This design comes from an exercise in tuning for small area on the open sky130 flow, not from production work. Function was checked by simulation only, so behaviour that the tests miss may differ from the original. Power figures rest on the tool's default switching activity, not on a simulated workload.

## the previous run
==> flow/design.v <==
package nn_accel_pkg;
    localparam int XLEN           = 32;
    localparam int WORDS_PER_LINE = 4;
    localparam int LINE_W         = XLEN * WORDS_PER_LINE;    
    localparam int FRAC_BITS      = 16;                       
    localparam int MAX_LAYERS     = 4;
    typedef logic [XLEN-1:0] word_t;
    localparam word_t FX_ONE = word_t'(1) << FRAC_BITS;       
    typedef struct packed {
        word_t spare;
        word_t total_layers;
        word_t weights_base;
        word_t neurons_base;
    } desc_hdr_t;
    typedef union packed {
        word_t [WORDS_PER_LINE-1:0] words;    
        desc_hdr_t                  hdr;      
    } line_u;
    typedef struct packed {
        logic  strobe;    
        logic  rw;        
        word_t addr;      
        word_t wdata;
    } mem_req_t;
    typedef struct packed {
        logic  ready;
        line_u line;      
    } mem_rsp_t;
    typedef struct packed {
        logic  valid;
        logic  first;     
        logic  last;      
        word_t neuron;
        word_t weight;
    } mac_op_t;
endpackage
`timescale 1ns/1ps
module nn_accel (
    input  logic         clk_i,
    input  logic         rst_i,
    input  logic         cmd_strobe_i,
    input  logic [31:0]  cmd_addr_i,
    output logic         mem_req_strobe_o,
    output logic         mem_req_rw_o,
    output logic [31:0]  mem_req_addr_o,
    output logic [31:0]  mem_req_wdata_o,
    input  logic         mem_rsp_ready_i,
    input  logic [127:0] mem_rsp_line_i,
    output logic         done_o,
    output logic [31:0]  class_o
);
    localparam logic [2:0] S_IDLE = 3'd0,    
                           S_SIZE = 3'd1,    
                           S_HDR  = 3'd2,    
                           S_WRD  = 3'd3,    
                           S_STEP = 3'd4,    
                           S_WR   = 3'd5,    
                           S_AMAX = 3'd6,    
                           S_ACMP = 3'd7;    
    logic [2:0]  st_q;
    logic        wait_q;       
    logic        done_q;
    logic [29:0] nb_q;         
    logic [29:0] wp_q;         
    logic [5:0]  sp_q;         
    logic [5:0]  sc_q;         
    logic [5:0]  s2_q;         
    logic [5:0]  s3_q;
    logic [1:0]  nl_q;         
    logic [6:0]  ii_q;         
    logic [5:0]  jj_q;         
    logic [5:0]  bi_q;         
    logic [5:0]  kk_q;         
    logic [31:0] w_q;          
    logic [47:0] r_q;          
    logic        xb_q;         
    logic        lo_q;         
    logic        hi_q;         
    logic        cm_q;         
    logic [1:0]  pp_q;         
    logic [6:0] sp_full;
    logic       bias;
    logic       last_n;
    logic       last_l;
    logic       rdy;
    logic       skip_cmp;
    logic       rd_mode;
    logic       need;
    logic       cap;
    logic       skip_lo;
    logic       mac_end;
    logic       ld;
    logic       cmp_end;
    logic       adv;
    assign sp_full  = {sp_q == 6'd0, sp_q};
    assign bias     = (ii_q == sp_full);
    assign last_n   = (6'(jj_q + 6'd1) == sc_q);
    assign last_l   = (nl_q == 2'd0);
    assign rdy      = mem_rsp_ready_i;
    assign skip_cmp = (jj_q == 6'd0) || r_q[47];
    assign rd_mode  = (st_q == S_STEP) && !bias && !kk_q[5];
    always_comb begin
        case (st_q)
            S_SIZE, S_WRD, S_WR: need = 1'b1;
            S_HDR:  need = !lo_q;
            S_STEP: need = rd_mode;
            S_AMAX: need = !skip_cmp;
            default: need = 1'b0;
        endcase
    end
    assign cap     = ((st_q == S_STEP) || (st_q == S_ACMP)) && (kk_q != 6'd48) &&
                     (rd_mode ? rdy : !lo_q);
    assign skip_lo = cap && !rd_mode && !xbit;
    assign mac_end = (kk_q == 6'd48) && !lo_q && !hi_q;
    assign ld      = ((st_q == S_WRD) || (st_q == S_AMAX) || (st_q == S_HDR)) && rdy;
    assign cmp_end = (st_q == S_ACMP) && mac_end;
    assign adv     = ((st_q == S_WR) && rdy && !last_l) ||
                     ((st_q == S_AMAX) && skip_cmp) || cmp_end;
    logic [1:0]  wsel;
    logic [31:0] ws;           
    logic [29:0] base;
    logic        use_sp;
    logic [6:0]  off_b;
    logic        cin;
    logic [7:0]  lo;
    logic [29:0] sum;
    always_comb begin
        base   = nb_q;
        use_sp = 1'b0;
        off_b  = 7'd0;
        cin    = 1'b0;
        case (st_q)
            S_IDLE: base = {cmd_addr_i[31:4], 2'b00};    
            S_SIZE: off_b = 7'd4;
            S_HDR:  if (lo_q) base = w_q[31:2]; else off_b = ii_q;
            S_WRD:  begin base = wp_q; cin = wait_q; end
            S_STEP: off_b = ii_q;
            S_WR:   begin use_sp = 1'b1; off_b = wait_q ? 7'd0 : {1'b0, jj_q}; end
            S_AMAX: begin use_sp = 1'b1; off_b = {1'b0, bi_q}; end
            default: ;
        endcase
    end
    logic [6:0]  spo;
    logic [6:0]  cs_s;         
    logic [7:0]  cs_c;
    logic [7:0]  lc;
    logic [23:0] hc;
    assign spo = use_sp ? sp_full : 7'd0;
    always_comb begin
        cs_c[0] = cin;
        for (int b = 0; b < 7; b++) begin
            cs_s[b]     = base[b] ^ spo[b] ^ off_b[b];
            cs_c[b + 1] = (base[b] & spo[b]) | (base[b] & off_b[b]) | (spo[b] & off_b[b]);
        end
        lc[0] = 1'b0;
        for (int b = 0; b < 7; b++) begin
            lo[b]     = cs_s[b] ^ cs_c[b] ^ lc[b];
            lc[b + 1] = (cs_s[b] & cs_c[b]) | (cs_s[b] & lc[b]) | (cs_c[b] & lc[b]);
        end
        lo[7] = lc[7] | cs_c[7];    
        for (int b = 0; b < 23; b++) begin
            if (b % 6 == 0) begin
                hc[b] = lo[7];
                for (int k = 7; k < b + 7; k++) hc[b] = hc[b] & base[k];
            end
            sum[b + 7] = base[b + 7] ^ hc[b];
            hc[b + 1]  = base[b + 7] & hc[b];
        end
        sum[6:0] = lo[6:0];
    end
    logic        xbit;
    assign wsel = (st_q == S_WRD) ? wp_q[1:0] : sum[1:0];
    assign ws   = mem_rsp_line_i[32*wsel +: 32];
    always_comb begin
        if (st_q == S_ACMP) begin
            xbit = kk_q[4] || (kk_q == 6'd32);              
        end else if (bias) begin
            xbit = (kk_q == 6'd16);                          
        end else if (!kk_q[5]) begin
            xbit = ws[kk_q[4:0]];
        end else begin
            xbit = (kk_q == 6'd32) && xb_q;                  
        end
    end
    assign mem_req_strobe_o = need && !wait_q;
    assign mem_req_rw_o     = (st_q == S_WR);
    assign mem_req_addr_o   = {sum, 2'b00};
    assign mem_req_wdata_o  = r_q[47] ? 32'd0 : r_q[47:16];    
    assign done_o           = done_q;
    assign class_o          = {26'd0, bi_q};
    logic        sub;          
    logic [15:0] op_lo;
    logic [15:0] op_hi;
    logic [16:0] s_lo;
    logic [16:0] s_hi;
    logic [16:0] cl;
    logic [16:0] ch;
    logic        near;         
    logic [2:0]  t3;           
    assign sub   = (kk_q == 6'd33);
    assign op_lo = xb_q ? (w_q[15:0] ^ {16{sub}}) : 16'd0;
    assign op_hi = xb_q ? w_q[31:16] : 16'd0;
    always_comb begin
        cl[0] = xb_q && sub;
        ch[0] = cm_q;
        for (int b = 0; b < 16; b++) begin
            s_lo[b]   = r_q[b] ^ op_lo[b] ^ cl[b];
            cl[b + 1] = (r_q[b] & op_lo[b]) | (r_q[b] & cl[b]) | (op_lo[b] & cl[b]);
            s_hi[b]   = r_q[b + 16] ^ op_hi[b] ^ ch[b];
            ch[b + 1] = (r_q[b + 16] & op_hi[b]) | (r_q[b + 16] & ch[b]) | (op_hi[b] & ch[b]);
        end
        s_lo[16] = cl[16];
        s_hi[16] = ch[16];
    end
    assign near = (kk_q <= 6'd16);
    assign t3   = {2'b00, r_q[32]} + {pp_q[1], pp_q} + {2'b00, ch[16]}
                  - {2'b00, xb_q && w_q[31]};
    always_ff @(posedge clk_i) begin
        if (rst_i) begin
            st_q   <= S_IDLE;
            wait_q <= 1'b0;
            done_q <= 1'b0;
            lo_q   <= 1'b0;
            hi_q   <= 1'b0;
        end else begin
            done_q <= 1'b0;
            lo_q   <= (cap && !skip_lo) || (st_q == S_HDR && rdy);
            hi_q   <= lo_q || skip_lo;
            if (mem_req_strobe_o) begin
                wait_q <= 1'b1;
            end else if (rdy) begin
                wait_q <= 1'b0;
            end
            case (st_q)
                S_IDLE: if (cmd_strobe_i) st_q <= S_SIZE;
                S_SIZE: if (rdy) st_q <= S_HDR;
                S_HDR:  if (lo_q && !ii_q[0]) st_q <= S_WRD;
                S_WRD:  if (rdy) st_q <= S_STEP;
                S_STEP: if (mac_end) st_q <= bias ? S_WR : S_WRD;
                S_WR:   if (rdy && last_l) st_q <= S_AMAX;
                S_AMAX: if (rdy) st_q <= S_ACMP;
                default: ;
            endcase
            if (adv) begin
                if (last_n && last_l) begin
                    st_q   <= S_IDLE;
                    done_q <= 1'b1;
                end else begin
                    st_q   <= S_WRD;
                end
            end
        end
    end
    always_ff @(posedge clk_i) begin
        if (st_q == S_IDLE && cmd_strobe_i) begin
            nb_q <= sum;
        end
        if (st_q == S_SIZE && rdy) begin
            sp_q <= mem_rsp_line_i[5:0];
            sc_q <= mem_rsp_line_i[37:32];
            s2_q <= mem_rsp_line_i[69:64];
            s3_q <= mem_rsp_line_i[101:96];
            ii_q <= 7'd1;
        end
        if (st_q == S_HDR && rdy) begin
            nl_q <= {mem_rsp_line_i[66], mem_rsp_line_i[64]};
        end
        if (st_q == S_HDR && lo_q) begin
            if (ii_q[0]) begin
                wp_q <= sum;
            end else begin
                nb_q <= sum;
            end
            ii_q <= 7'd0;
            jj_q <= 6'd0;
        end
        if (cap) begin
            xb_q <= xbit;
            kk_q <= kk_q + 6'd1;
        end
        if (lo_q) begin
            r_q[15:0] <= s_lo[15:0];
            cm_q      <= s_lo[16];
        end
        if (skip_lo) begin
            cm_q      <= 1'b0;
        end
        if (hi_q) begin
            r_q  <= {r_q[0], r_q[47:33], near ? t3[0] : r_q[32], s_hi[15:0], r_q[15:1]};
            pp_q <= near ? t3[2:1] : 2'b00;
        end
        if (ld) begin
            w_q       <= ws;
            kk_q      <= 6'd0;
            pp_q      <= 2'b00;
            r_q[15:0] <= 16'd0;
            if (st_q == S_WRD) begin
                wp_q <= sum;
                if (ii_q == 7'd0) begin
                    r_q[47:16] <= 32'd0;
                end
            end
        end
        if (mac_end && st_q == S_STEP && !bias) begin
            ii_q <= ii_q + 7'd1;
        end
        if ((st_q == S_AMAX && jj_q == 6'd0) ||
            (cmp_end && !r_q[47] && (r_q[47:16] != 32'd0))) begin
            bi_q <= jj_q;
        end
        if (adv) begin
            ii_q <= 7'd0;
            if (last_n) begin
                jj_q <= 6'd0;
                if (!last_l) begin
                    nb_q <= sum;
                    sp_q <= sc_q;
                    sc_q <= s2_q;
                    s2_q <= s3_q;
                    nl_q <= nl_q - 2'd1;
                end
            end else begin
                jj_q <= jj_q + 6'd1;
            end
        end
    end
endmodule
export LEC_CHECK = 0
export CAP_MARGIN = 10
export CORE_MARGIN = 2
export CORE_UTILIZATION = 40
export SLEW_MARGIN = 10
create_clock -name core_clock -period 12.0 [get_ports {clk_i}]
standard.sh (not shown) runs the stock make flow with config.mk's settings and CLKGATE_MAP_FILE= SYNTH_SCRIPT=/design/flow/synth_recipe.tcl, a recipe that flattens the netlist after the stock synthesis.
==> flow/flow/run.sh <==
#!/bin/bash
# The standard layout, with two changes:
#  - synthesis maps the logic with an area-oriented ABC script (flow/area.abc);
#    every other synthesis step, and so every register, is the standard one
#  - the ports are buffered with the smallest buffer cell
#  - the clock tree uses fewer, larger register clusters
#  - one tie cell drives all the constant outputs
set -euo pipefail
here=$(pwd)
cat > "$here/synth_area.tcl" <<EOT
proc synth {args} { yosys synth -nofsm -noshare {*}\$args }
proc abc {args} {
  set i [lsearch \$args -script]
  set args [lreplace \$args [expr {\$i + 1}] [expr {\$i + 1}] $here/flow/area.abc]
  yosys abc {*}\$args
}
EOT
# the rest is the standard flow's own synthesis script, unchanged
tail -n +2 "$here/synth_recipe.tcl" >> "$here/synth_area.tcl"
export BUFFER_PORTS_ARGS="-buffer_cell sky130_fd_sc_hd__buf_1"
# a few large clusters of registers per clock buffer, no dummy loads
export CTS_ARGS="-sink_clustering_enable -repair_clock_nets -sink_clustering_size 16 -sink_clustering_max_diameter 60 -buf_list sky130_fd_sc_hd__clkbuf_8 -dont_use_dummy_load"
bash standard.sh "SYNTH_SCRIPT=$here/synth_area.tcl" SKIP_REPAIR_TIE_FANOUT=1 finish > "$here/flow_make.log" 2>&1
==> flow/flow/area.abc <==
strash
dc2
dch -f
amap
strash
dc2
dch -f
amap
strash
&get -n
&deepsyn -T 60
&put
dch -f
amap -A 10 -F 4
Input changes introduced in the current run (baseline for comparison: the previous run):
--- a/flow/design.v
+++ b/flow/design.v
@@ -101,8 +101,7 @@
     assign rd_mode  = (st_q == S_STEP) && !bias && !kk_q[5];
     always_comb begin
         case (st_q)
-            S_SIZE, S_WRD, S_WR: need = 1'b1;
-            S_HDR:  need = !lo_q;
+            S_SIZE, S_HDR, S_WRD, S_WR: need = 1'b1;
             S_STEP: need = rd_mode;
             S_AMAX: need = !skip_cmp;
             default: need = 1'b0;
@@ -112,12 +111,10 @@
                      (rd_mode ? rdy : !lo_q);
     assign skip_lo = cap && !rd_mode && !xbit;
     assign mac_end = (kk_q == 6'd48) && !lo_q && !hi_q;
-    assign ld      = ((st_q == S_WRD) || (st_q == S_AMAX) || (st_q == S_HDR)) && rdy;
+    assign ld      = ((st_q == S_WRD) || (st_q == S_AMAX)) && rdy;
     assign cmp_end = (st_q == S_ACMP) && mac_end;
     assign adv     = ((st_q == S_WR) && rdy && !last_l) ||
                      ((st_q == S_AMAX) && skip_cmp) || cmp_end;
-    logic [1:0]  wsel;
-    logic [31:0] ws;           
     logic [29:0] base;
     logic        use_sp;
     logic [6:0]  off_b;
@@ -132,7 +129,6 @@
         case (st_q)
             S_IDLE: base = {cmd_addr_i[31:4], 2'b00};    
             S_SIZE: off_b = 7'd4;
-            S_HDR:  if (lo_q) base = w_q[31:2]; else off_b = ii_q;
             S_WRD:  begin base = wp_q; cin = wait_q; end
             S_STEP: off_b = ii_q;
             S_WR:   begin use_sp = 1'b1; off_b = wait_q ? 7'd0 : {1'b0, jj_q}; end
@@ -168,6 +164,8 @@
         end
         sum[6:0] = lo[6:0];
     end
+    logic [1:0]  wsel;
+    logic [31:0] ws;           
     logic        xbit;
     assign wsel = (st_q == S_WRD) ? wp_q[1:0] : sum[1:0];
     assign ws   = mem_rsp_line_i[32*wsel +: 32];
@@ -224,7 +222,7 @@
             hi_q   <= 1'b0;
         end else begin
             done_q <= 1'b0;
-            lo_q   <= (cap && !skip_lo) || (st_q == S_HDR && rdy);
+            lo_q   <= cap && !skip_lo;
             hi_q   <= lo_q || skip_lo;
             if (mem_req_strobe_o) begin
                 wait_q <= 1'b1;
@@ -234,7 +232,7 @@
             case (st_q)
                 S_IDLE: if (cmd_strobe_i) st_q <= S_SIZE;
                 S_SIZE: if (rdy) st_q <= S_HDR;
-                S_HDR:  if (lo_q && !ii_q[0]) st_q <= S_WRD;
+                S_HDR:  if (rdy) st_q <= S_WRD;
                 S_WRD:  if (rdy) st_q <= S_STEP;
                 S_STEP: if (mac_end) st_q <= bias ? S_WR : S_WRD;
                 S_WR:   if (rdy && last_l) st_q <= S_AMAX;
@@ -260,17 +258,11 @@
             sc_q <= mem_rsp_line_i[37:32];
             s2_q <= mem_rsp_line_i[69:64];
             s3_q <= mem_rsp_line_i[101:96];
-            ii_q <= 7'd1;
         end
         if (st_q == S_HDR && rdy) begin
+            nb_q <= mem_rsp_line_i[31:2];
+            wp_q <= mem_rsp_line_i[63:34];
             nl_q <= {mem_rsp_line_i[66], mem_rsp_line_i[64]};
-        end
-        if (st_q == S_HDR && lo_q) begin
-            if (ii_q[0]) begin
-                wp_q <= sum;
-            end else begin
-                nb_q <= sum;
-            end
             ii_q <= 7'd0;
             jj_q <= 6'd0;
         end
@@ -304,9 +296,11 @@
         if (mac_end && st_q == S_STEP && !bias) begin
             ii_q <= ii_q + 7'd1;
         end
-        if ((st_q == S_AMAX && jj_q == 6'd0) ||
-            (cmp_end && !r_q[47] && (r_q[47:16] != 32'd0))) begin
-            bi_q <= jj_q;
+        if (st_q == S_AMAX && jj_q == 6'd0) begin
+            bi_q <= 6'd0;
+        end
+        if (cmp_end && !r_q[47] && (r_q[47:16] != 32'd0)) begin
+            bi_q <= jj_q;                                     
         end
         if (adv) begin
             ii_q <= 7'd0;
- Re portion of the post-synthesis area used by sequential elements: the current run is 0.44 points up on the previous run.
- When the current run is set beside the previous run, its data-path buffer share of cell area in the final layout turns out to be 0.30 points larger.
- Going from the previous run to the current run, power shrank by more than a quarter.
- Overall routing resource usage: the current run vs the previous run up 1.4 points
- The current run vs. the previous run: combinational power went down by about 50%.
- Higher die area was reported by the previous run, not the current run.
- Compared with the previous run, the current run ends up with less cell area.

## static timing again, ports no longer ideal
In the flow no input, the clock included, has a driving cell. The finished layouts below were timed again as built, in two steps. Step 1 (the two cells are an assumption about what drives the block):
set clk [get_ports {clk_i}]
set_driving_cell -lib_cell sky130_fd_sc_hd__clkbuf_16 $clk
set_driving_cell -lib_cell sky130_fd_sc_hd__buf_2 [delete_from_list [all_inputs] $clk]
Step 2 times the ports against the registers' clock, not the clock port: input delays grow and output delays shrink by t, the midpoint of the rising clock arrivals with the driver on. Three values: no drivers, after step 1, after step 2; two values: the first two.
| run | shift t [ns] | slack for setup (ns) | worst setup path after step 2 |
|---|---|---|---|
| the previous run | 0.564 | 0.479 / 0.460 / 0.460 | input to output |
| the current run | 0.563 | 0.320 / 0.300 / 0.300 | input to output |
After both steps setup and hold are still met in every run listed. The setup slack of the current run, which loses most, moves by -0.020 ns with the drivers and by -0.020 ns with both steps.
